This design comes from an exercise in tuning for small area, a short achievable clock period and few clock cycles per item on the open sky130 flow, not from production work.
Where RTL was checked, it was by simulation tests only, not by an equivalence proof against the original.
Only the layout flow was run in run 1; the RTL was not checked for function there.

==> flow/design.v (outline; a module is shown in full before it is edited, if it fits) <==
// module epoch_seconds_to_civil_date_top: 2382 lines
module epoch_seconds_to_civil_date_top (
	input  logic                                clk,
	input  logic                                arst_n,
	input  logic                                in_valid,
	output logic                                in_ready,
	input  logic signed [e2cd_pkg::SECS_W-1:0]  unix_seconds,
	output logic                                out_valid,
	input  logic                                out_ready,
	output logic signed [e2cd_pkg::YEAR_W-1:0]  year,
	output logic [e2cd_pkg::MONTH_W-1:0]        month,
	output logic [e2cd_pkg::DOM_W-1:0]          day_of_month,
	output logic [e2cd_pkg::WDAY_W-1:0]         weekday
);
  // ...
==> flow/run.sh <==
#!/bin/bash
# synth_recipe.tcl (not shown) runs the flow's synth.tcl, then flattens the netlist and writes it again
# the make line also repeats each setting of config.mk as NAME=value (left out here)
make -C /OpenROAD-flow-scripts/flow DESIGN_CONFIG=/design/flow/config.mk WORK_HOME=/design/flow/orfs CLKGATE_MAP_FILE= SYNTH_SCRIPT=/design/flow/synth_recipe.tcl finish
==> flow/config.mk <==
export PLATFORM = sky130hd
export DESIGN_NAME = epoch_seconds_to_civil_date_top
export DESIGN_NICKNAME = epoch_seconds_to_civil_date_top
export VERILOG_FILES = /design/flow/design.v
export SDC_FILE = /design/flow/constraint.sdc
export NUM_CORES = 4
export LEC_CHECK = 0
export ABC_AREA = 1
export CAP_MARGIN = 20
export CORE_MARGIN = 2
export CORE_UTILIZATION = 45
export SETUP_SLACK_MARGIN = 4.0
export SLEW_MARGIN = 20
==> flow/constraint.sdc <==
create_clock -name core_clock -period 8.5 [get_ports {clk}]
set_input_delay 1.7000 -clock core_clock [delete_from_list [all_inputs] [get_ports {clk}]]
set_output_delay 1.7000 -clock core_clock [all_outputs]
set_load 0.01 [all_outputs]
==> flow_metrics.env, run 1 <==
export IMPL_initial_core_util=0.453
export IMPL_nFlopsAndLatches=287
export IMPL_path_buf_inv=6
export IMPL_synth_cell_types=55
export IMPL_worst_hold_slack_ns=0.409
export IMPL_synth_top_cell_by_area="edfxtp_1"
export IMPL_drc=0
export IMPL_top_usage_layer="met2"
export IMPL_syn_inst=2837
export IMPL_htree_levels=2
export IMPL_route_met2_wl_mm=34.2
export IMPL_largest_class="multi-input gates"
export IMPL_via_count=19962
export IMPL_setup_slack_ns=3.92
export IMPL_place_ws_ns=3.07
export IMPL_post_synth_cell_area_avg_um2=10.2
export IMPL_cts_made_buffers=36
export IMPL_ys_top_cells_by_area="edfxtp_1, fa_1, ha_1, inv_1, nand2_1"
export IMPL_num_rows=93
export IMPL_outcome="no timing/DRC/antenna violations"
export IMPL_synth_ff_type="edfxtp_1"
export IMPL_cts_sink_count=287
export IMPL_syn_area_um2=29100
export IMPL_synthTopCellsByCount="inv_1, fa_1, nand2_1"
export IMPL_inverters_excl_clock=684
export IMPL_multi_input_area_share=0.549
export IMPL_yosysWarnings=1
export IMPL_cpPeakStageDelay_ns=0.49
export IMPL_grtUsageMet2=0.370
export IMPL_final_common_cell="inv_1"
==> run 2, diff against run 1 <==
--- a/flow/design.v
+++ b/flow/design.v
@@ -14,17 +14,17 @@
 	input  logic signed [e2cd_pkg::SECS_W-1:0]  unix_seconds,
 	output logic                                out_valid,
 	input  logic                                out_ready,
 	output logic signed [e2cd_pkg::YEAR_W-1:0]  year,
 	output logic [e2cd_pkg::MONTH_W-1:0]        month,
 	output logic [e2cd_pkg::DOM_W-1:0]          day_of_month,
 	output logic [e2cd_pkg::WDAY_W-1:0]         weekday
 );
-	localparam int NV = 6;    
+	localparam int NV = 5;    
 	logic          adv;
 	logic [NV-1:0] vld_q;
 	logic          ov_q;
 	logic [35:0]   out_q;
 	assign adv = !ov_q || out_ready;
 	assign in_ready = adv;
 	logic [40:0] s_0;
 	always_ff @(posedge clk) begin
@@ -1959,172 +1959,16 @@
 	logic [31:0] zp_a;
 	logic [31:0] zp_b;
 	logic [32:0] zp_sum;
 	assign zp_a = {zp_w278, zp_w276, zp_w274, zp_w272, zp_w270, zp_w268, zp_w266, zp_w264, zp_w262, zp_w260, zp_w258, zp_w256, zp_w254, zp_w252, zp_w250, zp_w248, zp_w246, zp_w244, zp_w242, zp_w240, zp_w238, zp_w236, zp_w234, zp_w232, zp_w230, zp_w228, zp_w226, zp_w224, zp_w222, zp_w220, zp_w218, n_3[0]} ^ 32'd491657;
 	assign zp_b = {zp_w279, zp_w277, zp_w275, zp_w273, zp_w271, zp_w269, zp_w267, zp_w265, zp_w263, zp_w261, zp_w259, zp_w257, zp_w255, zp_w253, zp_w251, zp_w249, zp_w247, zp_w245, zp_w243, zp_w241, zp_w239, zp_w237, zp_w235, zp_w233, zp_w231, zp_w229, zp_w227, zp_w225, zp_w223, zp_w221, zp_w219, zp_w217} ^ 32'd245828;
 	assign zp_sum = 33'(zp_a) + 33'(zp_b);
 	logic [6:0] yc;
 	assign yc = zp_sum[31:25];
-	logic hi_w1;
-	logic hi_w2;
-	logic hi_w3;
-	logic hi_w4;
-	logic hi_w5;
-	logic hi_w6;
-	logic hi_w7;
-	logic hi_w8;
-	logic hi_w9;
-	logic hi_w10;
-	logic hi_w11;
-	logic hi_w12;
-	logic hi_w13;
-	logic hi_w14;
-	logic hi_w15;
-	logic hi_w16;
-	logic hi_w17;
-	logic hi_w18;
-	logic hi_w19;
-	logic hi_w20;
-	logic hi_w21;
-	logic hi_w22;
-	logic hi_w23;
-	logic hi_w24;
-	logic hi_w25;
-	logic hi_w26;
-	logic hi_w27;
-	logic hi_w28;
-	logic hi_w29;
-	logic hi_w30;
-	logic hi_w31;
-	logic hi_w32;
-	logic hi_w33;
-	logic hi_w34;
-	logic hi_w35;
-	logic hi_w36;
-	logic hi_w37;
-	logic hi_w38;
-	logic hi_w39;
-	logic hi_w40;
-	logic hi_w41;
-	logic hi_w42;
-	logic hi_w43;
-	logic hi_w44;
-	logic hi_w45;
-	logic hi_w46;
-	logic hi_w47;
-	logic hi_w48;
-	logic hi_w49;
-	logic hi_w50;
-	logic hi_w51;
-	logic hi_w52;
-	logic hi_w53;
-	logic hi_w54;
-	logic hi_w55;
-	logic hi_w56;
-	logic hi_w57;
-	logic hi_w58;
-	logic hi_w59;
-	logic hi_w60;
-	logic hi_w61;
-	logic hi_w62;
-	logic hi_w63;
-	logic hi_w64;
-	logic hi_w65;
-	logic hi_w66;
-	logic hi_w67;
-	logic hi_w68;
-	logic hi_w69;
-	logic hi_w70;
-	logic hi_w71;
-	logic hi_w72;
-	logic hi_w73;
-	logic hi_w74;
-	assign hi_w1 = q0_3[3] ^ cen_3[0];
-	assign hi_w2 = q0_3[3] & cen_3[0];
-	assign hi_w3 = q0_3[4] ^ cen_3[1];
-	assign hi_w4 = q0_3[4] & cen_3[1];
-	assign hi_w5 = q0_3[5] ^ q0_3[0];
-	assign hi_w6 = q0_3[5] & q0_3[0];
-	assign hi_w7 = 1'b1 ^ hi_w1;
-	assign hi_w8 = 1'b1 & hi_w1;
-	assign hi_w9 = 1'b1 ^ hi_w2 ^ hi_w3;
-	assign hi_w10 = (1'b1 & hi_w2) | (1'b1 & hi_w3) | (hi_w2 & hi_w3);
-	assign hi_w11 = cen_3[2] ^ hi_w4 ^ hi_w5;
-	assign hi_w12 = (cen_3[2] & hi_w4) | (cen_3[2] & hi_w5) | (hi_w4 & hi_w5);
-	assign hi_w13 = q0_3[6] ^ q0_3[1] ^ hi_w6;
-	assign hi_w14 = (q0_3[6] & q0_3[1]) | (q0_3[6] & hi_w6) | (q0_3[1] & hi_w6);
-	assign hi_w15 = q0_3[7] ^ q0_3[2] ^ 1'b1;
-	assign hi_w16 = (q0_3[7] & q0_3[2]) | (q0_3[7] & 1'b1) | (q0_3[2] & 1'b1);
-	assign hi_w17 = q0_3[8] ^ q0_3[3] ^ 1'b1;
-	assign hi_w18 = (q0_3[8] & q0_3[3]) | (q0_3[8] & 1'b1) | (q0_3[3] & 1'b1);
-	assign hi_w19 = q0_3[9] ^ q0_3[4] ^ 1'b1;
-	assign hi_w20 = (q0_3[9] & q0_3[4]) | (q0_3[9] & 1'b1) | (q0_3[4] & 1'b1);
-	assign hi_w21 = q0_3[10] ^ q0_3[5] ^ 1'b1;
-	assign hi_w22 = (q0_3[10] & q0_3[5]) | (q0_3[10] & 1'b1) | (q0_3[5] & 1'b1);
-	assign hi_w23 = q0_3[11] ^ q0_3[6] ^ 1'b1;
-	assign hi_w24 = (q0_3[11] & q0_3[6]) | (q0_3[11] & 1'b1) | (q0_3[6] & 1'b1);
-	assign hi_w25 = q0_3[12] ^ q0_3[7] ^ 1'b1;
-	assign hi_w26 = (q0_3[12] & q0_3[7]) | (q0_3[12] & 1'b1) | (q0_3[7] & 1'b1);
-	assign hi_w27 = q0_3[13] ^ q0_3[8] ^ 1'b1;
-	assign hi_w28 = (q0_3[13] & q0_3[8]) | (q0_3[13] & 1'b1) | (q0_3[8] & 1'b1);
-	assign hi_w29 = q0_3[14] ^ q0_3[9];
-	assign hi_w30 = q0_3[14] & q0_3[9];
-	assign hi_w31 = q0_3[10] ^ 1'b1;
-	assign hi_w32 = q0_3[10] & 1'b1;
-	assign hi_w33 = q0_3[11] ^ 1'b1;
-	assign hi_w34 = q0_3[11] & 1'b1;
-	assign hi_w35 = q0_3[12] ^ 1'b1;
-	assign hi_w36 = q0_3[12] & 1'b1;
-	assign hi_w37 = q0_3[0] ^ cen_3[2];
-	assign hi_w38 = q0_3[0] & cen_3[2];
-	assign hi_w39 = q0_3[1] ^ ~cen_3[0];
-	assign hi_w40 = q0_3[1] & ~cen_3[0];
-	assign hi_w41 = q0_3[2] ^ ~cen_3[1];
-	assign hi_w42 = q0_3[2] & ~cen_3[1];
-	assign hi_w43 = ~hi_w7 ^ q0_3[0] ^ cen_3[2];
-	assign hi_w44 = (~hi_w7 & q0_3[0]) | (~hi_w7 & cen_3[2]) | (q0_3[0] & cen_3[2]);
-	assign hi_w45 = hi_w8 ^ hi_w9 ^ ~q0_3[1];
-	assign hi_w46 = (hi_w8 & hi_w9) | (hi_w8 & ~q0_3[1]) | (hi_w9 & ~q0_3[1]);
-	assign hi_w47 = hi_w10 ^ hi_w11 ^ ~q0_3[2];
-	assign hi_w48 = (hi_w10 & hi_w11) | (hi_w10 & ~q0_3[2]) | (hi_w11 & ~q0_3[2]);
-	assign hi_w49 = hi_w12 ^ hi_w13 ^ ~q0_3[3];
-	assign hi_w50 = (hi_w12 & hi_w13) | (hi_w12 & ~q0_3[3]) | (hi_w13 & ~q0_3[3]);
-	assign hi_w51 = hi_w14 ^ hi_w15 ^ ~q0_3[4];
-	assign hi_w52 = (hi_w14 & hi_w15) | (hi_w14 & ~q0_3[4]) | (hi_w15 & ~q0_3[4]);
-	assign hi_w53 = hi_w16 ^ hi_w17 ^ ~q0_3[5];
-	assign hi_w54 = (hi_w16 & hi_w17) | (hi_w16 & ~q0_3[5]) | (hi_w17 & ~q0_3[5]);
-	assign hi_w55 = hi_w18 ^ hi_w19 ^ ~q0_3[6];
-	assign hi_w56 = (hi_w18 & hi_w19) | (hi_w18 & ~q0_3[6]) | (hi_w19 & ~q0_3[6]);
-	assign hi_w57 = hi_w20 ^ hi_w21 ^ ~q0_3[7];
-	assign hi_w58 = (hi_w20 & hi_w21) | (hi_w20 & ~q0_3[7]) | (hi_w21 & ~q0_3[7]);
-	assign hi_w59 = hi_w22 ^ hi_w23 ^ ~q0_3[8];
-	assign hi_w60 = (hi_w22 & hi_w23) | (hi_w22 & ~q0_3[8]) | (hi_w23 & ~q0_3[8]);
-	assign hi_w61 = hi_w24 ^ hi_w25 ^ ~q0_3[9];
-	assign hi_w62 = (hi_w24 & hi_w25) | (hi_w24 & ~q0_3[9]) | (hi_w25 & ~q0_3[9]);
-	assign hi_w63 = hi_w26 ^ hi_w27 ^ ~q0_3[10];
-	assign hi_w64 = (hi_w26 & hi_w27) | (hi_w26 & ~q0_3[10]) | (hi_w27 & ~q0_3[10]);
-	assign hi_w65 = hi_w28 ^ hi_w29 ^ ~q0_3[11];
-	assign hi_w66 = (hi_w28 & hi_w29) | (hi_w28 & ~q0_3[11]) | (hi_w29 & ~q0_3[11]);
-	assign hi_w67 = hi_w30 ^ hi_w31 ^ ~q0_3[12];
-	assign hi_w68 = (hi_w30 & hi_w31) | (hi_w30 & ~q0_3[12]) | (hi_w31 & ~q0_3[12]);
-	assign hi_w69 = hi_w32 ^ hi_w33 ^ ~q0_3[13];
-	assign hi_w70 = (hi_w32 & hi_w33) | (hi_w32 & ~q0_3[13]) | (hi_w33 & ~q0_3[13]);
-	assign hi_w71 = hi_w34 ^ hi_w35 ^ ~q0_3[14];
-	assign hi_w72 = (hi_w34 & hi_w35) | (hi_w34 & ~q0_3[14]) | (hi_w35 & ~q0_3[14]);
-	assign hi_w73 = q0_3[13] ^ 1'b1 ^ hi_w36;
-	assign hi_w74 = (q0_3[13] & 1'b1) | (q0_3[13] & hi_w36) | (1'b1 & hi_w36);
-	logic [23:0] hi_a;
-	logic [23:0] hi_b;
-	logic [24:0] hi_sum;
-	assign hi_a = {q0_3[14], hi_w72, hi_w70, hi_w68, hi_w66, hi_w64, hi_w62, hi_w60, hi_w58, hi_w56, hi_w54, hi_w52, hi_w50, hi_w48, hi_w46, hi_w44, hi_w42, hi_w40, hi_w38, 1'b1, cen_3[1], cen_3[0], 1'b0, 1'b0} ^ 24'd256;
-	assign hi_b = {hi_w74, hi_w73, hi_w71, hi_w69, hi_w67, hi_w65, hi_w63, hi_w61, hi_w59, hi_w57, hi_w55, hi_w53, hi_w51, hi_w49, hi_w47, hi_w45, hi_w43, hi_w41, hi_w39, hi_w37, 1'b0, 1'b0, 1'b0, 1'b0} ^ 24'd128;
-	assign hi_sum = 25'(hi_a) + 25'(hi_b);
-	logic [23:0] yhi;
-	assign yhi = hi_sum[23:0];
 	logic os_w1;
 	logic os_w2;
 	logic os_w3;
 	logic os_w4;
 	logic os_w5;
 	logic os_w6;
 	logic os_w7;
 	logic os_w8;
@@ -2189,23 +2033,25 @@
 	logic [6:0] os_sum;
 	assign os_a = {1'b0, os_w24, os_w30, os_w28, os_w26, os_w17} ^ 6'd0;
 	assign os_b = {1'b0, os_w32, os_w31, os_w29, os_w27, os_w25} ^ 6'd0;
 	assign os_sum = 7'(os_a) + 7'(os_b);
 	logic [5:0] os1;
 	assign os1 = os_sum[5:0];
 	logic [6:0]  yc_4;
 	logic [8:0]  ncl_4;
-	logic [23:0] yhi_4;
+	logic [14:0] q0_4;
+	logic [2:0]  cen_4;
 	logic [5:0]  os1_4;
 	always_ff @(posedge clk) begin
 		if (adv) begin
 			yc_4  <= yc;
 			ncl_4 <= 9'(n_3) - tl;
-			yhi_4 <= yhi;
+			q0_4  <= q0_3;
+			cen_4 <= cen_3;
 			os1_4 <= os1;
 		end
 	end
 	logic [3:0]  os2;
 	logic [2:0]  os3;
 	logic [2:0]  wd_4;
 	assign os2  = 4'(os1_4[2:0]) + 4'(os1_4[5:3]);
 	assign os3  = 3'(os2[2:0]) + 3'(os2[3]);
@@ -2302,77 +2148,208 @@
 	logic [8:0] ny_b;
 	logic [9:0] ny_sum;
 	assign ny_a = {ny_w42, ny_w40, ny_w38, ny_w36, ny_w34, ny_w32, ny_w30, ny_w28, ncl_4[0]} ^ 9'd4;
 	assign ny_b = {ny_w43, ny_w41, ny_w39, ny_w37, ny_w35, ny_w33, ny_w31, ny_w29, ny_w27} ^ 9'd2;
 	assign ny_sum = 10'(ny_a) + 10'(ny_b);
 	logic [8:0] ny;
 	assign ny = ny_sum[8:0];
 	logic [3:0] mp;
+	logic [8:0] mstart;
+	logic       jf;
 	always_comb begin
 		mp = '0;
-		if (ny >= 9'd31)  mp = 4'd1;
-		if (ny >= 9'd61)  mp = 4'd2;
-		if (ny >= 9'd92)  mp = 4'd3;
-		if (ny >= 9'd122) mp = 4'd4;
-		if (ny >= 9'd153) mp = 4'd5;
-		if (ny >= 9'd184) mp = 4'd6;
-		if (ny >= 9'd214) mp = 4'd7;
-		if (ny >= 9'd245) mp = 4'd8;
-		if (ny >= 9'd275) mp = 4'd9;
-		if (ny >= 9'd306) mp = 4'd10;
-		if (ny >= 9'd337) mp = 4'd11;
+		mstart = '0;
+		if (ny >= 9'd31)  begin mp = 4'd1;  mstart = 9'd31;  end
+		if (ny >= 9'd61)  begin mp = 4'd2;  mstart = 9'd61;  end
+		if (ny >= 9'd92)  begin mp = 4'd3;  mstart = 9'd92;  end
+		if (ny >= 9'd122) begin mp = 4'd4;  mstart = 9'd122; end
+		if (ny >= 9'd153) begin mp = 4'd5;  mstart = 9'd153; end
+		if (ny >= 9'd184) begin mp = 4'd6;  mstart = 9'd184; end
+		if (ny >= 9'd214) begin mp = 4'd7;  mstart = 9'd214; end
+		if (ny >= 9'd245) begin mp = 4'd8;  mstart = 9'd245; end
+		if (ny >= 9'd275) begin mp = 4'd9;  mstart = 9'd275; end
+		if (ny >= 9'd306) begin mp = 4'd10; mstart = 9'd306; end
+		if (ny >= 9'd337) begin mp = 4'd11; mstart = 9'd337; end
 	end
+	assign jf = (ny >= 9'd306);
+	logic yr_w1;
+	logic yr_w2;
+	logic yr_w3;
+	logic yr_w4;
+	logic yr_w5;
+	logic yr_w6;
+	logic yr_w7;
+	logic yr_w8;
+	logic yr_w9;
+	logic yr_w10;
+	logic yr_w11;
+	logic yr_w12;
+	logic yr_w13;
+	logic yr_w14;
+	logic yr_w15;
+	logic yr_w16;
+	logic yr_w17;
+	logic yr_w18;
+	logic yr_w19;
+	logic yr_w20;
+	logic yr_w21;
+	logic yr_w22;
+	logic yr_w23;
+	logic yr_w24;
+	logic yr_w25;
+	logic yr_w26;
+	logic yr_w27;
+	logic yr_w28;
+	logic yr_w29;
+	logic yr_w30;
+	logic yr_w31;
+	logic yr_w32;
+	logic yr_w33;
+	logic yr_w34;
+	logic yr_w35;
+	logic yr_w36;
+	logic yr_w37;
+	logic yr_w38;
+	logic yr_w39;
+	logic yr_w40;
+	logic yr_w41;
+	logic yr_w42;
+	logic yr_w43;
+	logic yr_w44;
+	logic yr_w45;
+	logic yr_w46;
+	logic yr_w47;
+	logic yr_w48;
+	logic yr_w49;
+	logic yr_w50;
+	logic yr_w51;
+	logic yr_w52;
+	logic yr_w53;
+	logic yr_w54;
+	logic yr_w55;
+	logic yr_w56;
+	logic yr_w57;
+	logic yr_w58;
+	logic yr_w59;
+	logic yr_w60;
+	logic yr_w61;
+	logic yr_w62;
+	logic yr_w63;
+	logic yr_w64;
+	logic yr_w65;
+	logic yr_w66;
+	logic yr_w67;
+	logic yr_w68;
+	logic yr_w69;
+	logic yr_w70;
+	logic yr_w71;
+	logic yr_w72;
+	logic yr_w73;
+	logic yr_w74;
+	logic yr_w75;
+	logic yr_w76;
+	logic yr_w77;
+	logic yr_w78;
+	logic yr_w79;
+	logic yr_w80;
+	assign yr_w1 = q0_4[3] ^ cen_4[0];
+	assign yr_w2 = q0_4[3] & cen_4[0];
+	assign yr_w3 = q0_4[4] ^ cen_4[1];
+	assign yr_w4 = q0_4[4] & cen_4[1];
+	assign yr_w5 = q0_4[5] ^ q0_4[0];
+	assign yr_w6 = q0_4[5] & q0_4[0];
+	assign yr_w7 = q0_4[0] ^ cen_4[2];
+	assign yr_w8 = q0_4[0] & cen_4[2];
+	assign yr_w9 = q0_4[1] ^ yc_4[5];
+	assign yr_w10 = q0_4[1] & yc_4[5];
+	assign yr_w11 = q0_4[2] ^ yc_4[6];
+	assign yr_w12 = q0_4[2] & yc_4[6];
+	assign yr_w13 = 1'b1 ^ yr_w1 ^ ~q0_4[0];
+	assign yr_w14 = (1'b1 & yr_w1) | (1'b1 & ~q0_4[0]) | (yr_w1 & ~q0_4[0]);
+	assign yr_w15 = 1'b1 ^ yr_w2 ^ yr_w3;
+	assign yr_w16 = (1'b1 & yr_w2) | (1'b1 & yr_w3) | (yr_w2 & yr_w3);
+	assign yr_w17 = cen_4[2] ^ yr_w4 ^ yr_w5;
+	assign yr_w18 = (cen_4[2] & yr_w4) | (cen_4[2] & yr_w5) | (yr_w4 & yr_w5);
+	assign yr_w19 = q0_4[6] ^ q0_4[1] ^ yr_w6;
+	assign yr_w20 = (q0_4[6] & q0_4[1]) | (q0_4[6] & yr_w6) | (q0_4[1] & yr_w6);
+	assign yr_w21 = q0_4[7] ^ q0_4[2] ^ 1'b1;
+	assign yr_w22 = (q0_4[7] & q0_4[2]) | (q0_4[7] & 1'b1) | (q0_4[2] & 1'b1);
+	assign yr_w23 = q0_4[8] ^ q0_4[3] ^ 1'b1;
+	assign yr_w24 = (q0_4[8] & q0_4[3]) | (q0_4[8] & 1'b1) | (q0_4[3] & 1'b1);
+	assign yr_w25 = q0_4[9] ^ q0_4[4] ^ 1'b1;
+	assign yr_w26 = (q0_4[9] & q0_4[4]) | (q0_4[9] & 1'b1) | (q0_4[4] & 1'b1);
+	assign yr_w27 = q0_4[10] ^ q0_4[5] ^ 1'b1;
+	assign yr_w28 = (q0_4[10] & q0_4[5]) | (q0_4[10] & 1'b1) | (q0_4[5] & 1'b1);
+	assign yr_w29 = q0_4[11] ^ q0_4[6] ^ 1'b1;
+	assign yr_w30 = (q0_4[11] & q0_4[6]) | (q0_4[11] & 1'b1) | (q0_4[6] & 1'b1);
+	assign yr_w31 = q0_4[12] ^ q0_4[7] ^ 1'b1;
+	assign yr_w32 = (q0_4[12] & q0_4[7]) | (q0_4[12] & 1'b1) | (q0_4[7] & 1'b1);
+	assign yr_w33 = q0_4[13] ^ q0_4[8] ^ 1'b1;
+	assign yr_w34 = (q0_4[13] & q0_4[8]) | (q0_4[13] & 1'b1) | (q0_4[8] & 1'b1);
+	assign yr_w35 = q0_4[14] ^ q0_4[9];
+	assign yr_w36 = q0_4[14] & q0_4[9];
+	assign yr_w37 = q0_4[10] ^ 1'b1;
+	assign yr_w38 = q0_4[10] & 1'b1;
+	assign yr_w39 = q0_4[11] ^ 1'b1;
+	assign yr_w40 = q0_4[11] & 1'b1;
+	assign yr_w41 = q0_4[12] ^ 1'b1;
+	assign yr_w42 = q0_4[12] & 1'b1;
+	assign yr_w43 = yc_4[4] ^ 1'b1;
+	assign yr_w44 = yc_4[4] & 1'b1;
+	assign yr_w45 = yr_w8 ^ yr_w9 ^ ~cen_4[0];
+	assign yr_w46 = (yr_w8 & yr_w9) | (yr_w8 & ~cen_4[0]) | (yr_w9 & ~cen_4[0]);
+	assign yr_w47 = yr_w10 ^ yr_w11 ^ ~cen_4[1];
+	assign yr_w48 = (yr_w10 & yr_w11) | (yr_w10 & ~cen_4[1]) | (yr_w11 & ~cen_4[1]);
+	assign yr_w49 = yr_w12 ^ yr_w13 ^ ~cen_4[2];
+	assign yr_w50 = (yr_w12 & yr_w13) | (yr_w12 & ~cen_4[2]) | (yr_w13 & ~cen_4[2]);
+	assign yr_w51 = yr_w14 ^ yr_w15 ^ ~q0_4[1];
+	assign yr_w52 = (yr_w14 & yr_w15) | (yr_w14 & ~q0_4[1]) | (yr_w15 & ~q0_4[1]);
+	assign yr_w53 = yr_w16 ^ yr_w17 ^ ~q0_4[2];
+	assign yr_w54 = (yr_w16 & yr_w17) | (yr_w16 & ~q0_4[2]) | (yr_w17 & ~q0_4[2]);
+	assign yr_w55 = yr_w18 ^ yr_w19 ^ ~q0_4[3];
+	assign yr_w56 = (yr_w18 & yr_w19) | (yr_w18 & ~q0_4[3]) | (yr_w19 & ~q0_4[3]);
+	assign yr_w57 = yr_w20 ^ yr_w21 ^ ~q0_4[4];
+	assign yr_w58 = (yr_w20 & yr_w21) | (yr_w20 & ~q0_4[4]) | (yr_w21 & ~q0_4[4]);
+	assign yr_w59 = yr_w22 ^ yr_w23 ^ ~q0_4[5];
+	assign yr_w60 = (yr_w22 & yr_w23) | (yr_w22 & ~q0_4[5]) | (yr_w23 & ~q0_4[5]);
+	assign yr_w61 = yr_w24 ^ yr_w25 ^ ~q0_4[6];
+	assign yr_w62 = (yr_w24 & yr_w25) | (yr_w24 & ~q0_4[6]) | (yr_w25 & ~q0_4[6]);
+	assign yr_w63 = yr_w26 ^ yr_w27 ^ ~q0_4[7];
+	assign yr_w64 = (yr_w26 & yr_w27) | (yr_w26 & ~q0_4[7]) | (yr_w27 & ~q0_4[7]);
+	assign yr_w65 = yr_w28 ^ yr_w29 ^ ~q0_4[8];
+	assign yr_w66 = (yr_w28 & yr_w29) | (yr_w28 & ~q0_4[8]) | (yr_w29 & ~q0_4[8]);
+	assign yr_w67 = yr_w30 ^ yr_w31 ^ ~q0_4[9];
+	assign yr_w68 = (yr_w30 & yr_w31) | (yr_w30 & ~q0_4[9]) | (yr_w31 & ~q0_4[9]);
+	assign yr_w69 = yr_w32 ^ yr_w33 ^ ~q0_4[10];
+	assign yr_w70 = (yr_w32 & yr_w33) | (yr_w32 & ~q0_4[10]) | (yr_w33 & ~q0_4[10]);
+	assign yr_w71 = yr_w34 ^ yr_w35 ^ ~q0_4[11];
+	assign yr_w72 = (yr_w34 & yr_w35) | (yr_w34 & ~q0_4[11]) | (yr_w35 & ~q0_4[11]);
+	assign yr_w73 = yr_w36 ^ yr_w37 ^ ~q0_4[12];
+	assign yr_w74 = (yr_w36 & yr_w37) | (yr_w36 & ~q0_4[12]) | (yr_w37 & ~q0_4[12]);
+	assign yr_w75 = yr_w38 ^ yr_w39 ^ ~q0_4[13];
+	assign yr_w76 = (yr_w38 & yr_w39) | (yr_w38 & ~q0_4[13]) | (yr_w39 & ~q0_4[13]);
+	assign yr_w77 = yr_w40 ^ yr_w41 ^ ~q0_4[14];
+	assign yr_w78 = (yr_w40 & yr_w41) | (yr_w40 & ~q0_4[14]) | (yr_w41 & ~q0_4[14]);
+	assign yr_w79 = q0_4[13] ^ 1'b1 ^ yr_w42;
+	assign yr_w80 = (q0_4[13] & 1'b1) | (q0_4[13] & yr_w42) | (1'b1 & yr_w42);
 	logic [23:0] yr_a;
 	logic [23:0] yr_b;
 	logic [24:0] yr_sum;
-	assign yr_a = {yhi_4[23], yhi_4[22], yhi_4[21], yhi_4[20], yhi_4[19], yhi_4[18], yhi_4[17], yhi_4[16], yhi_4[15], yhi_4[14], yhi_4[13], yhi_4[12], yhi_4[11], yhi_4[10], yhi_4[9], yhi_4[8], yhi_4[7], yhi_4[6], yhi_4[5], yhi_4[4], yhi_4[3], yhi_4[2], yhi_4[1], yhi_4[0]} ^ 24'd0;
-	assign yr_b = {1'b0, 1'b0, 1'b0, 1'b0, 1'b0, 1'b0, 1'b0, 1'b0, 1'b0, 1'b0, 1'b0, 1'b0, 1'b0, 1'b0, 1'b0, 1'b0, 1'b0, yc_4[6], yc_4[5], yc_4[4], yc_4[3], yc_4[2], yc_4[1], yc_4[0]} ^ 24'd0;
+	assign yr_a = {q0_4[14], yr_w78, yr_w76, yr_w74, yr_w72, yr_w70, yr_w68, yr_w66, yr_w64, yr_w62, yr_w60, yr_w58, yr_w56, yr_w54, yr_w52, yr_w50, yr_w48, yr_w46, yr_w44, yr_w7, cen_4[1], cen_4[0], yc_4[1], yc_4[0]} ^ 24'd0;
+	assign yr_b = {yr_w80, yr_w79, yr_w77, yr_w75, yr_w73, yr_w71, yr_w69, yr_w67, yr_w65, yr_w63, yr_w61, yr_w59, yr_w57, yr_w55, yr_w53, yr_w51, yr_w49, yr_w47, yr_w45, yr_w43, yc_4[3], yc_4[2], 1'b0, jf} ^ 24'd0;
 	assign yr_sum = 25'(yr_a) + 25'(yr_b);
-	logic [23:0] ys;
-	assign ys = yr_sum[23:0];
-	logic [8:0]  ny_5;
-	logic [3:0]  mp_5;
-	logic [23:0] ys_5;
-	logic [2:0]  wd_5;
-	always_ff @(posedge clk) begin
-		if (adv) begin
-			ny_5 <= ny;
-			mp_5 <= mp;
-			ys_5 <= ys;
-			wd_5 <= wd_4;
-		end
-	end
-	logic [8:0]  mstart;
-	logic        jf;
-	logic [23:0] y6;
-	logic [3:0]  m6;
-	logic [4:0]  d6;
+	logic [23:0] y5;
+	assign y5 = yr_sum[23:0];
+	logic [3:0]  m5;
+	logic [4:0]  d5;
 	logic [35:0] res5;
-	always_comb begin
-		case (mp_5)
-			4'd1:    mstart = 9'd31;
-			4'd2:    mstart = 9'd61;
-			4'd3:    mstart = 9'd92;
-			4'd4:    mstart = 9'd122;
-			4'd5:    mstart = 9'd153;
-			4'd6:    mstart = 9'd184;
-			4'd7:    mstart = 9'd214;
-			4'd8:    mstart = 9'd245;
-			4'd9:    mstart = 9'd275;
-			4'd10:   mstart = 9'd306;
-			4'd11:   mstart = 9'd337;
-			default: mstart = 9'd0;
-		endcase
-	end
-	assign jf   = (mp_5 >= 4'd10);
-	assign y6   = ys_5 + 24'(jf);
-	assign m6   = jf ? 4'(mp_5 - 4'd9) : 4'(mp_5 + 4'd3);
-	assign d6   = 5'(ny_5 - mstart + 9'd1);
-	assign res5 = {y6, m6, d6, wd_5};
+	assign m5   = jf ? 4'(mp - 4'd9) : 4'(mp + 4'd3);
+	assign d5   = 5'(ny - mstart + 9'd1);
+	assign res5 = {y5, m5, d5, wd_4};
 	always_ff @(posedge clk or negedge arst_n) begin
 		if (!arst_n) begin
 			vld_q <= '0;
 			ov_q  <= 1'b0;
 		end else if (adv) begin
 			vld_q <= {vld_q[NV-2:0], in_valid};
 			ov_q  <= vld_q[NV-1];
 		end
--- a/flow/config.mk
+++ b/flow/config.mk
@@ -4,10 +4,10 @@
 export VERILOG_FILES = /design/flow/design.v
 export SDC_FILE = /design/flow/constraint.sdc
 export NUM_CORES = 4
 export LEC_CHECK = 0
 export ABC_AREA = 1
 export CAP_MARGIN = 20
 export CORE_MARGIN = 2
 export CORE_UTILIZATION = 45
-export SETUP_SLACK_MARGIN = 4.0
+export SETUP_SLACK_MARGIN = 3.6
 export SLEW_MARGIN = 20
==> run 2 against run 1 <==
Compared with the run above:
- still clean
- first-iteration DRC count is 6.9% lower
- core utilization is 0.11 points lower
- critical path depth is 4 lower
- final cell count is 8.3% lower
- highest routed layer unchanged
==> flow_metrics.env, run 2 <==
export IMPL_cts_tree="yes"
export IMPL_syn_area_um2=26700
export IMPL_critPathKind="reg2reg"
export IMPL_routed_wl_mm=60.7
export IMPL_synth_ff_type="edfxtp_1"
export IMPL_synth_nets=3335
export IMPL_clock_latency_ns=0.58
export IMPL_syn_inst=2604
export IMPL_placed_area_um2=28500
export IMPL_critPathRequiredTime_ns=8.81
export IMPL_root_buffer="clkbuf_16"
export IMPL_end_kind="register"
export IMPL_coreArea_um2=58900
export IMPL_drtPass1Iterations=5
export IMPL_drive_gt1_frac=0.110
export IMPL_grt_start_max_net_pins=183
export IMPL_largest_register_ffs=41
export IMPL_place_inst=3455
export IMPL_wl_per_cell_um=16.7
export IMPL_post_route_period_util=0.564
export IMPL_finClkSkew_ns=0.0220
export IMPL_final_setup_tns_ns=0
export IMPL_final_cell_mix="inv_1, fa_1, nand2_1, ha_1, edfxtp_1"
export IMPL_port_buffers=82
export IMPL_rsz0062_at_grt="yes"
export IMPL_initial_core_util=0.454
export IMPL_tightestPinTransition_ns=1.02
export IMPL_worstHoldPathType="reg2reg"
export IMPL_rrSetupSlack_ns=3.71
export IMPL_outcome="no timing/DRC/antenna violations"
export IMPL_final_area_um2=31000
export IMPL_io_pins=90
export IMPL_final_common_cell="inv_1"
export IMPL_worst_slew_margin_rel=0.323
export IMPL_critPathMaxFanout=4
export IMPL_clock_fmax_mhz=209
export IMPL_finish_utilization=0.527
export IMPL_cts_sink_count=246
export IMPL_synth_seq_cells=246
export IMPL_overflow=0
export IMPL_finalSetupViolations=0
export IMPL_place_ws_ns=3.03
export IMPL_dieWidth_um=248
export IMPL_setup_slack_ns=3.71
export IMPL_die_area_um2=61300
export IMPL_arrival_ns=5.10
export IMPL_clk_pin_slew_ns=0.06
export IMPL_vias_per_cell=5.04
export IMPL_drc=0
export IMPL_cap_viol_max_count=0
export IMPL_final_hold_viol_count=0
export IMPL_dpl_hpwl_mm=48.1
export IMPL_die_h_um=248
export IMPL_num_rows=89
export IMPL_yosysWarnings=1
export IMPL_antenna_found_initial=0
export IMPL_ant_nets=0
export IMPL_yosysMostFrequentCell="inv_1"
export IMPL_synthTopCellsByCount="inv_1, fa_1, nand2_1"
export IMPL_synth_edf_count=240
export IMPL_grt_pass1_wl_mm=98.2
export IMPL_clock_path_buffers=3
export IMPL_synth_top_cell_by_area="fa_1"
export IMPL_synth_top_area_frac=0.294
export IMPL_track_usage=0.203
export IMPL_slew_violations=0
export IMPL_ys_top_cells_by_area="fa_1, edfxtp_1, ha_1, inv_1, nand2_1"
export IMPL_drt_initial_drc_count=875
export IMPL_top_register="s_0"
export IMPL_nets=3563
export IMPL_instances_no_fill=3628
export IMPL_start_kind="register"
export IMPL_post_synth_cell_area_avg_um2=10.3
export IMPL_cts_hold_buffers=0
export IMPL_synthArstFlopShare=0.0244
export IMPL_yosysSeqAreaShare=0.275
export IMPL_place_congestion=0.980
export IMPL_syn2layout_area_growth_pct=16.2
export IMPL_synth_cell_types=50
export IMPL_htree_levels=1
export IMPL_insertedDiodeCount=0
export IMPL_grt_pass1_vias=19244
export IMPL_post_route_min_period_ns=4.79
export IMPL_cts_made_buffers=29
export IMPL_worst_hold_slack_ns=0.412
export IMPL_via_count=18299
export IMPL_largest_registers="s_0 x41, out_q x36"
-- run 2: kinds of logic after synthesis --
kind of cell / synth area share
xor+xnor: 0.0403
flops: 0.275
compound gates: 0.0743
buf+inv: 0.0933
simple gates: 0.0882
fa+ha+maj: 0.428
-- run 2: per-layer routing --
metal  track usage  share of wire  vias up  routed length [um]
met1         0.254           0.42     9054               25600
met3        0.0205          0.032      110                1970
met5             0              0        -                   0
met2         0.369           0.51      368               31100
met4        0.0604          0.033        0                1980
li1              -              -     8767                   -
-- run 2: cell type report --
class | instances | area (um^2)
Clock buffer | 29 | 726
Clock inverter | 25 | 333
Fill cell | 5283 | 27900
Inverter | 659 | 2530
Multi-Input combinational cell | 1696 | 17400
Sequential cell | 246 | 7360
Tap cell | 773 | 967
Timing Repair Buffer | 200 | 1730
-- run 2: repair_timing --
| action | 4_1_cts | 5_1_grt |
|---|---|---|
| endpoints found under the hold margin | 0 | 0 |
| endpoints found under the setup margin | 38 | 28 |
| gates cloned | 2 | 0 |
| setup buffers | 45 | 72 |
| resized for setup | 34 | 96 |
| pin swaps | 9 | 53 |
-- run 2: worst max-delay path: stages (launching register included) --
cell and delay (ns):
edfxtp_1 0.44, inv_2 0.12, ha_4 0.30, inv_1 0.11, o21ai_2 0.24, fa_1 0.47, fa_1 0.45, fa_1 0.48
fa_1 0.51, ha_1 0.36, nand2_1 0.12, inv_1 0.08, nand4_1 0.10, nand3_1 0.09, a221oi_1 0.30, o21ai_0 0.19
xor2_1 0.18
-- run 2: final timing paths --
path,from,to,cells past startpoint
worst min register to register,q0_3[1],q0_4[1],0
worst max register to register,cen_3[0],yc_4[3],16
worst min-delay path,q0_3[1],q0_4[1],0
worst max-delay path,cen_3[0],yc_4[3],16
min in group asynchronous,arst_n,vld_q[4],1
max in group asynchronous,arst_n,ov_q,1
Testbench counts of run 2, summed over its fixed seeds: cycles 32,048, items 32,000.
==> run 3, diff against run 2 <==
--- a/flow/config.mk
+++ b/flow/config.mk
@@ -8,6 +8,6 @@
 export ABC_AREA = 1
 export CAP_MARGIN = 20
 export CORE_MARGIN = 2
-export CORE_UTILIZATION = 45
+export CORE_UTILIZATION = 65
 export SETUP_SLACK_MARGIN = 3.6
 export SLEW_MARGIN = 20
==> run 3 against run 2 <==
Compared with the run above:
- still clean on timing, DRC and antenna
- non-clock buffer count fell by 17
- clock skew rose by 0.0017 ns
- hold slack improved by 0.0012 ns
- critical path type unchanged
- largest cell class unchanged
- highest routed layer unchanged
==> flow_metrics.env, run 3 <==
export IMPL_yosysSeqAreaShare=0.275
export IMPL_drive_gt1_frac=0.107
export IMPL_critPathLaunch="yc_4[2]"
export IMPL_start_kind="register"
export IMPL_drtPass1Iterations=7
export IMPL_clock_latency_ns=0.58
export IMPL_slew_violations=0
export IMPL_num_rows=74
export IMPL_place_inst=3216
export IMPL_largest_register_ffs=41
export IMPL_synth_edf_count=240
export IMPL_cts_made_buffers=27
export IMPL_final_setup_tns_ns=0
export IMPL_final_common_cell="inv_1"
export IMPL_post_route_min_period_ns=4.88
export IMPL_antenna_found_initial=0
export IMPL_cts_sink_count=246
export IMPL_htree_levels=1
export IMPL_post_synth_cell_area_avg_um2=10.3
export IMPL_io_pins=90
export IMPL_crit_slowest_cell="fa_1"
export IMPL_syn2layout_area_growth_pct=14.4
export IMPL_synth_top_cell_by_area="fa_1"
export IMPL_synthTopCellsByCount="inv_1, fa_1, nand2_1"
export IMPL_place_congestion=0.937
export IMPL_grt_start_max_net_pins=82
export IMPL_grt_pass1_vias=19164
export IMPL_rrSetupSlack_ns=3.62
export IMPL_grt_pass1_wl_mm=96.1
export IMPL_nets=3544
export IMPL_crit_family="adder cells"
export IMPL_clock_path_buffers=3
export IMPL_finalSetupViolations=0
export IMPL_vias_per_cell=5.57
export IMPL_post_route_period_util=0.574
export IMPL_port_buffers=82
export IMPL_dieWidth_um=207
export IMPL_crit_path_frequent_cell="ha_4"
export IMPL_cts_hold_buffers=0
export IMPL_synth_cell_types=50
export IMPL_critPathKind="reg2reg"
export IMPL_min_from="s_0[5]"
export IMPL_via_count=18749
export IMPL_cpPeakStageDelay_ns=0.53
export IMPL_ys_top_cells_by_area="fa_1, edfxtp_1, ha_1, inv_1, nand2_1"
export IMPL_die_area_um2=42700
export IMPL_ant_nets=0
export IMPL_finClkSkew_ns=0.0237
export IMPL_cap_viol_max_count=0
export IMPL_clock_fmax_mhz=205
export IMPL_cts_tree="yes"
export IMPL_reg2reg_from="yc_4[2]"
export IMPL_synth_ff_type="edfxtp_1"
export IMPL_instances_no_fill=3366
export IMPL_root_buffer="clkbuf_16"
export IMPL_drt_initial_drc_count=1294
export IMPL_drc=0
export IMPL_synthArstFlopShare=0.0244
export IMPL_syn_inst=2604
export IMPL_clk_pin_slew_ns=0.07
export IMPL_worst_slew_margin_rel=0.336
export IMPL_dpl_hpwl_mm=47.6
export IMPL_yosysWarnings=1
export IMPL_syn_area_um2=26700
export IMPL_critPathRequiredTime_ns=8.83
export IMPL_synth_top_area_frac=0.294
export IMPL_overflow=0
export IMPL_path_buf_inv=1
export IMPL_critPathMaxFanout=5
export IMPL_yosysMostFrequentCell="inv_1"
export IMPL_top_register="s_0"
export IMPL_placed_area_um2=28200
export IMPL_final_hold_viol_count=0
export IMPL_synth_nets=3335
export IMPL_synth_seq_cells=246
export IMPL_die_h_um=207
export IMPL_path_cells="ha_4 -> fa_1 -> fa_1 -> ha_4 -> nand2_2 -> nor2_1 -> nand2_1 -> nand4_1 -> nand2_2 -> nor2_4 -> o21ai_2 -> o21ai_2 -> a21boi_2 -> o21ai_1 -> a21oi_2 -> ha_4 -> inv_1 -> ha_4 -> a21oi_2 -> nand2_1 -> xnor2_1 -> xor2_1 -> xor2_1"
export IMPL_largest_registers="s_0 x41, out_q x36"
export IMPL_wl_per_cell_um=18.3
export IMPL_arrival_ns=5.21
export IMPL_track_usage=0.289
export IMPL_final_area_um2=30600
export IMPL_tightestPinTransition_ns=0.997
export IMPL_routed_wl_mm=61.5
export IMPL_worstHoldPathType="reg2reg"
export IMPL_final_cell_mix="inv_1, fa_1, nand2_1, ha_1, edfxtp_1"
export IMPL_coreArea_um2=40700
export IMPL_insertedDiodeCount=0
export IMPL_rsz0062_at_grt="yes"
export IMPL_end_kind="register"
export IMPL_outcome="no timing/DRC/antenna violations"
export IMPL_initial_core_util=0.656
## run 3: per-stage QoR
| step | util | setup slack, ns | hold slack, ns |
|---|---|---|---|
| floorplan | - | 3.74 | 0.400 |
| global placement | 0.693 | 3.03 | 0.401 |
| detailed placement | 0.693 | 2.90 | 0.405 |
| CTS | 0.726 | 3.52 | 0.419 |
| global route | 0.750 | 3.43 | 0.424 |
| finish | 0.750 | 3.62 | 0.413 |
## run 3: metal layers
layer	routed length, um	GRT usage	part of all wire	vias up
met5	0	0	0	-
met1	26800	0.399	0.44	9355
li1	-	-	-	8738
met4	1480	0.0770	0.024	0
met3	3080	0.0366	0.050	111
met2	30100	0.488	0.49	545
## run 3: layout make-up
| type | instances | area [um^2] |
|---|---|---|
| clock buffer | 29 | 683 |
| fill | 2851 | 10200 |
| timing repair buffer | 183 | 1580 |
| clock inverter | 21 | 262 |
| sequential | 246 | 7360 |
| inverter | 659 | 2530 |
| multi-input combinational | 1696 | 17500 |
| tap | 532 | 666 |
## run 3: kinds of logic (layout without fill, tap and decap cells)
group / Yosys count / after routing / synth area share
adder cells (fa/ha/maj): 679 / 679 / 0.428
buffers and inverters: 664 / 892 / 0.0933
AND/OR/NAND/NOR: 550 / 552 / 0.0882
AO/OA/AOI/OAI: 342 / 342 / 0.0743
flip-flops: 246 / 246 / 0.275
XOR/XNOR: 123 / 123 / 0.0403
## run 3: path summary, 6_finish.rpt
kind	to	depth (start not counted)
min reg2reg	ulo_1[5]	0
min	ulo_1[5]	0
max in group asynchronous	vld_q[3]	1
max	out_q[7]	23
min in group asynchronous	vld_q[2]	1
max reg2reg	out_q[7]	23
## run 3: what timing repair did
action | in CTS | in global routing
gates resized for setup | 39 | 122
buffers inserted | 37 | 61
pin swaps | 6 | 58
endpoints found under the setup margin | 42 | 35
gates cloned | 0 | 2
==> run 4, diff against run 3 <==
--- a/flow/config.mk
+++ b/flow/config.mk
@@ -8,6 +8,6 @@
 export ABC_AREA = 1
 export CAP_MARGIN = 20
 export CORE_MARGIN = 2
-export CORE_UTILIZATION = 65
-export SETUP_SLACK_MARGIN = 3.6
+export CORE_UTILIZATION = 55
+export SETUP_SLACK_MARGIN = 3.4
 export SLEW_MARGIN = 20
==> run 4 against run 3 <==
Compared with the run above:
- still clean on timing, DRC and antenna
- first-iteration DRC count shrank 4.9%
- critical path depth increased by 3
- area after synthesis is the same
- final cell count increased by 1.3%
- wire length shrank 2.7%
- synthesized cell count did not move
- sequential cell count unchanged
- fmax decreased by 2.4%
==> flow_metrics.env, run 4 <==
export IMPL_root_buffer="clkbuf_16"
export IMPL_synthArstFlopShare=0.0244
export IMPL_synth_edf_count=240
export IMPL_coreArea_um2=47800
export IMPL_critPathMaxFanout=6
export IMPL_instances_no_fill=3411
export IMPL_track_usage=0.246
export IMPL_yosysSeqAreaShare=0.275
export IMPL_yosysMostFrequentCell="inv_1"
export IMPL_cap_viol_max_count=0
export IMPL_via_count=18049
export IMPL_htree_levels=1
export IMPL_die_area_um2=50400
export IMPL_synth_cell_types=50
export IMPL_final_area_um2=30100
export IMPL_nets=3504
export IMPL_place_inst=3297
export IMPL_crit_family="adder cells"
export IMPL_wl_per_cell_um=17.5
export IMPL_start_kind="register"
export IMPL_hold_path_depth=0
export IMPL_drt_initial_drc_count=1231
export IMPL_port_buffers=82
export IMPL_critPathKind="reg2reg"
export IMPL_synth_top_area_frac=0.294
export IMPL_worst_hold_slack_ns=0.413
export IMPL_final_setup_tns_ns=0
export IMPL_cts_tree="yes"
export IMPL_overflow=0
export IMPL_num_rows=80
export IMPL_worstHoldPathType="reg2reg"
export IMPL_grt_pass1_wl_mm=97.8
export IMPL_syn_inst=2604
export IMPL_post_synth_cell_area_avg_um2=10.3
export IMPL_dieWidth_um=224
export IMPL_largest_registers="s_0 x41, out_q x36"
export IMPL_syn_area_um2=26700
export IMPL_final_cell_mix="inv_1, fa_1, nand2_1, ha_1, edfxtp_1"
export IMPL_post_route_min_period_ns=5.00
export IMPL_min_from="q0_2[3]"
export IMPL_slew_violations=0
export IMPL_rsz0062_at_grt="yes"
export IMPL_routed_wl_mm=59.8
export IMPL_clock_path_buffers=3
export IMPL_vias_per_cell=5.29
export IMPL_place_ws_ns=3.00
export IMPL_synth_top_cell_by_area="fa_1"
export IMPL_final_common_cell="inv_1"
export IMPL_place_congestion=0.909
export IMPL_end_kind="register"
export IMPL_synth_ff_type="edfxtp_1"
export IMPL_grt_start_max_net_pins=173
export IMPL_crit_slowest_cell="fa_1"
export IMPL_rr_endpoint="out_q[30]"
export IMPL_ant_nets=0
export IMPL_worst_slew_margin_rel=0.407
export IMPL_hold_end="q0_3[3]"
export IMPL_dpl_hpwl_mm=48.7
export IMPL_drc=0
export IMPL_reg2reg_from="yc_4[2]"
export IMPL_setup_slack_ns=3.50
export IMPL_rrSetupSlack_ns=3.50
export IMPL_antenna_found_initial=0
export IMPL_syn2layout_area_growth_pct=12.6
export IMPL_drive_gt1_frac=0.0697
export IMPL_critPathRequiredTime_ns=8.83
export IMPL_ys_top_cells_by_area="fa_1, edfxtp_1, ha_1, inv_1, nand2_1"
export IMPL_finalSetupViolations=0
export IMPL_post_route_period_util=0.588
export IMPL_grt_pass1_vias=19091
export IMPL_r2r_cells=26
export IMPL_finClkSkew_ns=0.0151
export IMPL_drtPass1Iterations=5
export IMPL_top_register="s_0"
export IMPL_placed_area_um2=28300
export IMPL_clock_fmax_mhz=200
export IMPL_tightestPinTransition_ns=0.890
export IMPL_clock_latency_ns=0.58
export IMPL_cts_hold_buffers=0
export IMPL_arrival_ns=5.33
export IMPL_io_pins=90
export IMPL_cts_sink_count=246
export IMPL_finish_utilization=0.629
export IMPL_largest_register_ffs=41
export IMPL_yosysWarnings=1
export IMPL_clk_pin_slew_ns=0.06
export IMPL_synth_nets=3335
export IMPL_die_h_um=224
export IMPL_cts_made_buffers=29
export IMPL_initial_core_util=0.558
export IMPL_insertedDiodeCount=0
export IMPL_cpPeakStageDelay_ns=0.53
export IMPL_synth_seq_cells=246
export IMPL_synthTopCellsByCount="inv_1, fa_1, nand2_1"
export IMPL_path_buf_inv=5
export IMPL_outcome="no timing/DRC/antenna violations"
export IMPL_fillers=4043
export IMPL_final_hold_viol_count=0
run 4: changes by cell type in the layout (fill, tap and decap cells not counted), moves of 5 or more:
cell,before,now
inv_1,622,635
nand2_2,19,7
ha_4,16,5
ha_1,265,279
nand3_2,12,3
inv_2,21,14
buf_4,100,59
a21oi_1,148,153
o21ai_0,72,78
nand2_1,285,299
nand3_1,52,62
run 4: layer usage:
layer	GRT usage	part of all wire	routed length, um	up-vias
met5	0	0	0	-
met4	0.0395	0.015	879	0
met3	0.0421	0.050	3000	57
met2	0.412	0.48	28700	383
met1	0.346	0.45	27200	8943
li1	-	-	-	8666
run 4: kinds of logic after synthesis:
family,synth area share
simple gates,0.0882
flops,0.275
xor+xnor,0.0403
buf+inv,0.0933
compound gates,0.0743
fa+ha+maj,0.428
run 4: what timing repair did:
| item | CTS | global route |
|---|---|---|
| setup endpoints to repair | 23 | 33 |
| cloned | 0 | 1 |
| gates resized for setup | 12 | 54 |
| buffers inserted | 22 | 37 |
| pin swaps | 0 | 17 |
run 4: area by class of cell:
type	instances	area, um^2	share of cell area
clock buffers	32	737	0.0245
clock inverters	22	337	0.0112
inverters	659	2510	0.0833
multi-input cells	1695	17100	0.568
flip-flops and latches	246	7360	0.245
well taps	615	769	0.0256
repair buffers	142	1280	0.0427
run 4: worst max-delay path by stage:
| stage | start | endpoint | slack, ns | cells after the start |
|---|---|---|---|---|
| final | yc_4[2] | out_q[30] | 3.50 | 26 |
| after floorplan | yc_4[4] | out_q[30] | 3.74 | 26 |
| after global placement | yc_4[4] | out_q[30] | 3.02 | 26 |
| after global routing | yc_4[2] | out_q[30] | 3.22 | 26 |
| after CTS | yc_4[4] | out_q[30] | 3.24 | 26 |
| after detailed placement | yc_4[4] | out_q[30] | 3.00 | 26 |
==> run 5, diff against run 4 <==
--- a/flow/config.mk
+++ b/flow/config.mk
@@ -6,8 +6,8 @@
 export NUM_CORES = 4
 export LEC_CHECK = 0
 export ABC_AREA = 1
-export CAP_MARGIN = 20
+export CAP_MARGIN = 0
 export CORE_MARGIN = 2
 export CORE_UTILIZATION = 55
-export SETUP_SLACK_MARGIN = 3.4
-export SLEW_MARGIN = 20
+export SETUP_SLACK_MARGIN = 3.6
+export SLEW_MARGIN = 0
==> run 5 against run 4 <==
Compared with the run above:
- critical path depth down 1
- synthesized cell count unchanged
- final area up 2.7%
- fmax up 4.5%
- still clean
- sequential cell count unchanged
- via count up 1.4%
- die area unchanged
==> flow_metrics.env, run 5 <==
export IMPL_outcome="no timing/DRC/antenna violations"
export IMPL_synth_simple_area_share=0.0882
export IMPL_io_pins=90
export IMPL_die_area_um2=50400
export IMPL_clock_path_buffers=3
export IMPL_nets=3551
export IMPL_start_kind="register"
export IMPL_yosysMostFrequentCell="inv_1"
export IMPL_track_usage=0.251
export IMPL_synth_top_cell_by_area="fa_1"
export IMPL_grt_start_max_net_pins=173
export IMPL_synth_top_family_by_area="adder cells"
export IMPL_worst_hold_slack_ns=0.414
export IMPL_drive_gt1_frac=0.111
export IMPL_cts_sink_count=246
export IMPL_largest_register_ffs=41
export IMPL_synth_seq_cells=246
export IMPL_finish_utilization=0.646
export IMPL_htree_levels=1
export IMPL_arrival_ns=5.11
export IMPL_final_hold_viol_count=0
export IMPL_tightestPinTransition_ns=0.887
export IMPL_yosysSeqAreaShare=0.275
export IMPL_post_route_min_period_ns=4.78
export IMPL_antenna_found_initial=0
export IMPL_largest_registers="s_0 x41, out_q x36"
export IMPL_critPathMaxFanout=7
export IMPL_final_cell_mix="inv_1, fa_1, nand2_1, ha_1, edfxtp_1"
export IMPL_critPathKind="reg2reg"
export IMPL_hold_end="q0_4[13]"
export IMPL_hold_path_depth=0
export IMPL_post_route_period_util=0.562
export IMPL_vias_per_cell=5.29
export IMPL_via_count=18299
export IMPL_routed_wl_mm=61.0
export IMPL_clk_pin_slew_ns=0.06
export IMPL_root_buffer="clkbuf_16"
export IMPL_insertedDiodeCount=0
export IMPL_num_rows=80
export IMPL_clock_fmax_mhz=209
export IMPL_critPathRequiredTime_ns=8.83
export IMPL_fillers=3962
export IMPL_min_from="q0_3[13]"
export IMPL_slew_violations=0
export IMPL_final_common_cell="inv_1"
export IMPL_drt_initial_drc_count=1179
export IMPL_rrSetupSlack_ns=3.72
export IMPL_post_synth_cell_area_avg_um2=10.3
export IMPL_dieWidth_um=224
export IMPL_cts_made_buffers=29
export IMPL_synth_adder_area_share=0.428
export IMPL_worstHoldPathType="reg2reg"
export IMPL_drtPass1Iterations=5
export IMPL_cap_viol_max_count=0
export IMPL_dpl_hpwl_mm=48.7
export IMPL_synth_nets=3335
export IMPL_finClkSkew_ns=0.0155
export IMPL_syn_inst=2604
export IMPL_grt_pass1_wl_mm=99.2
export IMPL_place_congestion=0.909
export IMPL_drc=0
export IMPL_syn2layout_area_growth_pct=15.7
export IMPL_cts_hold_buffers=0
export IMPL_top_usage_layer="met2"
export IMPL_synthMuxAreaShare=0
export IMPL_grtUsageMet2=0.418
export IMPL_synth_compound_area_share=0.0743
export IMPL_ant_nets=0
export IMPL_rr_endpoint="out_q[7]"
export IMPL_initial_core_util=0.558
export IMPL_synth_edf_count=240
export IMPL_final_setup_tns_ns=0
export IMPL_cts_tree="yes"
export IMPL_synth_ff_type="edfxtp_1"
export IMPL_die_h_um=224
export IMPL_r2r_cells=25
export IMPL_met3_usage=0.0456
export IMPL_rsz0062_at_grt="yes"
export IMPL_synth_xor_area_share=0.0403
export IMPL_top_register="s_0"
export IMPL_port_buffers=82
export IMPL_synthArstFlopShare=0.0244
export IMPL_overflow=0
export IMPL_synth_top_area_frac=0.294
export IMPL_synth_cell_types=50
export IMPL_synthTopCellsByCount="inv_1, fa_1, nand2_1"
export IMPL_coreArea_um2=47800
export IMPL_ys_top_cells_by_area="fa_1, edfxtp_1, ha_1, inv_1, nand2_1"
export IMPL_end_kind="register"
export IMPL_yosysWarnings=1
export IMPL_clock_latency_ns=0.58
export IMPL_gr_usage_met1=0.349
export IMPL_syn_area_um2=26700
export IMPL_wl_per_cell_um=17.6
export IMPL_finalSetupViolations=0
export IMPL_grt_pass1_vias=19337
export IMPL_reg2reg_from="yc_4[2]"
export IMPL_worst_slew_margin_rel=0.409
run 5: cell counts after synthesis:
No cell type changed its count.
run 5: cell type report:
cell class / instances / area, um^2 / share of cell area
clock buffer: 32 / 737 / 0.0238
tap: 615 / 769 / 0.0249
inverter: 659 / 2530 / 0.0820
sequential: 246 / 7360 / 0.238
clock inverter: 22 / 337 / 0.0109
multi-input combinational: 1696 / 17500 / 0.567
timing repair buffer: 188 / 1660 / 0.0536
run 5: critical path: stages (launching register included):
cell      delay, ns
edfxtp_1       0.45
buf_4          0.17
buf_4          0.12
fa_1           0.49
inv_1          0.06
fa_1           0.50
ha_4           0.36
nand3_4        0.09
nand4_1        0.15
nand2_4        0.09
buf_4          0.15
nor2_4         0.11
inv_2          0.08
a21oi_4        0.17
a21oi_4        0.10
a21boi_2       0.17
o21ai_2        0.08
a21oi_2        0.19
ha_4           0.16
inv_1          0.06
ha_4           0.15
a21oi_2        0.12
nand2_2        0.08
xnor2_2        0.13
xor2_1         0.17
xor2_1         0.14
run 5: repair_timing:
action	CTS	global route
pin swaps	13	59
buffers inserted	48	57
cloned	2	0
endpoints found under the setup margin	40	28
gates resized for setup	44	121
run 5: how the worst max path moves through the flow:
stage,start,depth (start not counted),slack [ns],endpoint
CTS,yc_4[2],26,3.56,out_q[30]
finish,yc_4[2],25,3.72,out_q[7]
global route,yc_4[2],25,3.49,out_q[7]
floorplan,yc_4[4],26,3.74,out_q[30]
global placement,yc_4[4],26,3.02,out_q[30]
detailed placement,yc_4[4],26,3.00,out_q[30]
run 5: cell families after synthesis:
family                     count (synthesis)
and+or+nand+nor                          550
buffers and inverters                    664
xor gates and xnor gates                 123
DFF                                      246
adders and majority gates                679
AOI/OAI and AO/OA                        342
run 5: per-layer routing:
| layer | up-vias | wire length (um) |
|---|---|---|
| li1 | 8754 | - |
| met4 | 0 | 1030 |
| met3 | 62 | 2980 |
| met2 | 394 | 29400 |
| met1 | 9089 | 27600 |
| met5 | - | 0 |
run 5: metrics by stage:
stage	setup slack [ns]	cells	area (um^2)
global route	3.49	3458	30900
detailed placement	3.00	3297	28300
global placement	3.02	3297	28300
finish	3.72	3458	30900
floorplan	3.74	2604	26700
CTS	3.56	3401	30000
==> run 6, diff against run 5 <==
--- a/flow/config.mk
+++ b/flow/config.mk
@@ -6,8 +6,9 @@
 export NUM_CORES = 4
 export LEC_CHECK = 0
 export ABC_AREA = 1
-export CAP_MARGIN = 0
+export CAP_MARGIN = 20
 export CORE_MARGIN = 2
 export CORE_UTILIZATION = 55
+export CTS_BUF_LIST = sky130_fd_sc_hd__clkbuf_8
 export SETUP_SLACK_MARGIN = 3.6
-export SLEW_MARGIN = 0
+export SLEW_MARGIN = 20
==> run 6 against run 5 <==
Compared with the run above:
- clock-buffer cell count is 16 higher
- synthesized cell count did not move
- final area decreased by 0.16%
- critical path type unchanged
- largest cell class unchanged
- highest routed layer unchanged
==> flow_metrics.env, run 6 <==
export IMPL_outcome="no timing/DRC/antenna violations"
export IMPL_final_common_cell="inv_1"
export IMPL_drtPass1Iterations=5
export IMPL_final_setup_tns_ns=0
export IMPL_final_cell_mix="inv_1, fa_1, nand2_1, ha_1, edfxtp_1"
export IMPL_grt_start_max_net_pins=173
export IMPL_critPathRequiredTime_ns=8.89
export IMPL_tightestPinTransition_ns=0.884
export IMPL_cts_tree="yes"
export IMPL_io_pins=90
export IMPL_die_area_um2=50400
export IMPL_place_congestion=0.909
export IMPL_synth_seq_cells=246
export IMPL_path_cells="buf_6 -> ha_4 -> fa_1 -> fa_1 -> ha_4 -> a21oi_4 -> buf_6 -> buf_4 -> nand4_1 -> nand2_4 -> o211ai_1 -> nand4_1 -> a21boi_2 -> o21ai_1 -> a21oi_2 -> ha_4 -> inv_1 -> ha_2 -> inv_1 -> fa_1 -> xnor2_1"
export IMPL_drc=0
export IMPL_post_route_period_util=0.569
export IMPL_nets=3567
export IMPL_drt_initial_drc_count=1173
export IMPL_min_from="q0_2[12]"
export IMPL_hold_path_depth=0
export IMPL_start_kind="register"
export IMPL_rsz0062_at_grt="yes"
export IMPL_synth_top_cell_by_area="fa_1"
export IMPL_syn2layout_area_growth_pct=15.5
export IMPL_synth_top_area_frac=0.294
export IMPL_clk_pin_slew_ns=0.07
export IMPL_cts_hold_buffers=0
export IMPL_antenna_found_initial=0
export IMPL_ys_top_cells_by_area="fa_1, edfxtp_1, ha_1, inv_1, nand2_1"
export IMPL_critPathKind="reg2reg"
export IMPL_cpPeakStageDelay_ns=0.54
export IMPL_dieWidth_um=224
export IMPL_finish_utilization=0.645
export IMPL_critPathMaxFanout=4
export IMPL_overflow=0
export IMPL_post_route_min_period_ns=4.83
export IMPL_worstHoldPathType="reg2reg"
export IMPL_cap_viol_max_count=0
export IMPL_cts_sink_count=246
export IMPL_rr_endpoint="out_q[6]"
export IMPL_synth_nets=3335
export IMPL_num_rows=80
export IMPL_yosysWarnings=1
export IMPL_via_count=18469
export IMPL_clock_fmax_mhz=207
export IMPL_dpl_hpwl_mm=48.7
export IMPL_end_kind="register"
export IMPL_syn_area_um2=26700
export IMPL_slew_violations=0
export IMPL_r2r_cells=21
export IMPL_largest_registers="s_0 x41, out_q x36"
export IMPL_track_usage=0.255
export IMPL_routed_wl_mm=61.9
export IMPL_rrSetupSlack_ns=3.67
export IMPL_synth_cell_types=50
export IMPL_port_buffers=82
export IMPL_die_h_um=224
export IMPL_syn_inst=2604
export IMPL_drive_gt1_frac=0.116
export IMPL_coreArea_um2=47800
export IMPL_synth_edf_count=240
export IMPL_vias_per_cell=5.30
export IMPL_clock_latency_ns=0.64
export IMPL_top_register="s_0"
export IMPL_reg2reg_from="yc_4[2]"
[run 6: per-layer routing]
layer	wire length, um	share of wire	up-vias	GRT usage
li1	-	-	8798	-
met1	27500	0.44	9138	0.350
met2	29700	0.48	451	0.418
met3	3550	0.057	82	0.0538
met4	1160	0.019	0	0.0590
met5	0	0	-	0
[run 6: layout make-up]
type | instances | area (um^2)
inverters | 659 | 2540
repair buffers | 186 | 1640
multi-input cells | 1697 | 17600
clock buffers | 48 | 661
well taps | 615 | 769
flip-flops and latches | 246 | 7360
fillers | 3981 | 17000
clock inverters | 36 | 334
[run 6: cell families after synthesis]
family	after synthesis	share of synthesized area
AO/OA/AOI/OAI	342	0.0743
XOR/XNOR	123	0.0403
adder cells (fa/ha/maj)	679	0.428
buffers and inverters	664	0.0933
flip-flops	246	0.275
AND/OR/NAND/NOR	550	0.0882
[run 6: repair_timing]
action	in CTS	in global routing
endpoints found under the setup margin	41	31
cloned	2	1
pin swaps	7	67
buffers inserted	43	60
resized for setup	42	138
[run 6: worst max path at each step]
stage,from,to,slack (ns),cells after the start
2_1_floorplan,yc_4[4],out_q[30],3.74,26
5_1_grt,yc_4[2],out_q[7],3.48,24
4_1_cts,yc_4[2],out_q[30],3.56,26
6_report,yc_4[2],out_q[6],3.67,21
3_5_place_dp,yc_4[4],out_q[30],3.00,26
3_3_place_gp,yc_4[4],out_q[30],3.02,26
[run 6: stage by stage]
stage | hold slack, ns | instance area [um^2] | worst slack, ns | std cells
after floorplan | 0.400 | 26700 | 3.74 | 2604
after global placement | 0.401 | 28300 | 3.02 | 3297
after detailed placement | 0.405 | 28300 | 3.00 | 3297
after CTS | 0.408 | 29800 | 3.56 | 3426
after global routing | 0.413 | 30900 | 3.48 | 3487
final | 0.408 | 30900 | 3.67 | 3487

[what the ideal ports hide]
In the flow no input, the clock included, has a driving cell. The finished layouts below were timed again as built, in two steps.
Step 1 sets driving cells, clkbuf_16 on the clock port and buf_2 on the other inputs (assumed; they add their load-dependent delay and slew).
Step 2 also shifts input and output timing later by t, the mid clock arrival at the registers, as if the neighbouring blocks saw the same clock.
a / b / c = no drivers / after step 1 / after step 2; a / b = the first two.
run | shift t [ns] | setup WS [ns] | latest minus earliest clock arrival (ns) | worst register clock-pin slew, ns
run 1 | 0.603 | 3.924 / 3.924 / 3.924 | 0.019 / 0.019 | 0.07 / 0.07
run 2 | 0.629 | 3.708 / 3.708 / 3.708 | 0.024 / 0.024 | 0.07 / 0.07
run 3 | 0.629 | 3.623 / 3.623 / 3.623 | 0.025 / 0.025 | 0.08 / 0.08
run 4 | 0.633 | 3.504 / 3.504 / 3.504 | 0.015 / 0.016 | 0.07 / 0.07
run 5 | 0.633 | 3.719 / 3.719 / 3.719 | 0.016 / 0.016 | 0.07 / 0.07
run 6 | 0.681 | 3.665 / 3.665 / 3.665 | 0.025 / 0.025 | 0.07 / 0.07
After both steps every run listed still meets setup and hold.
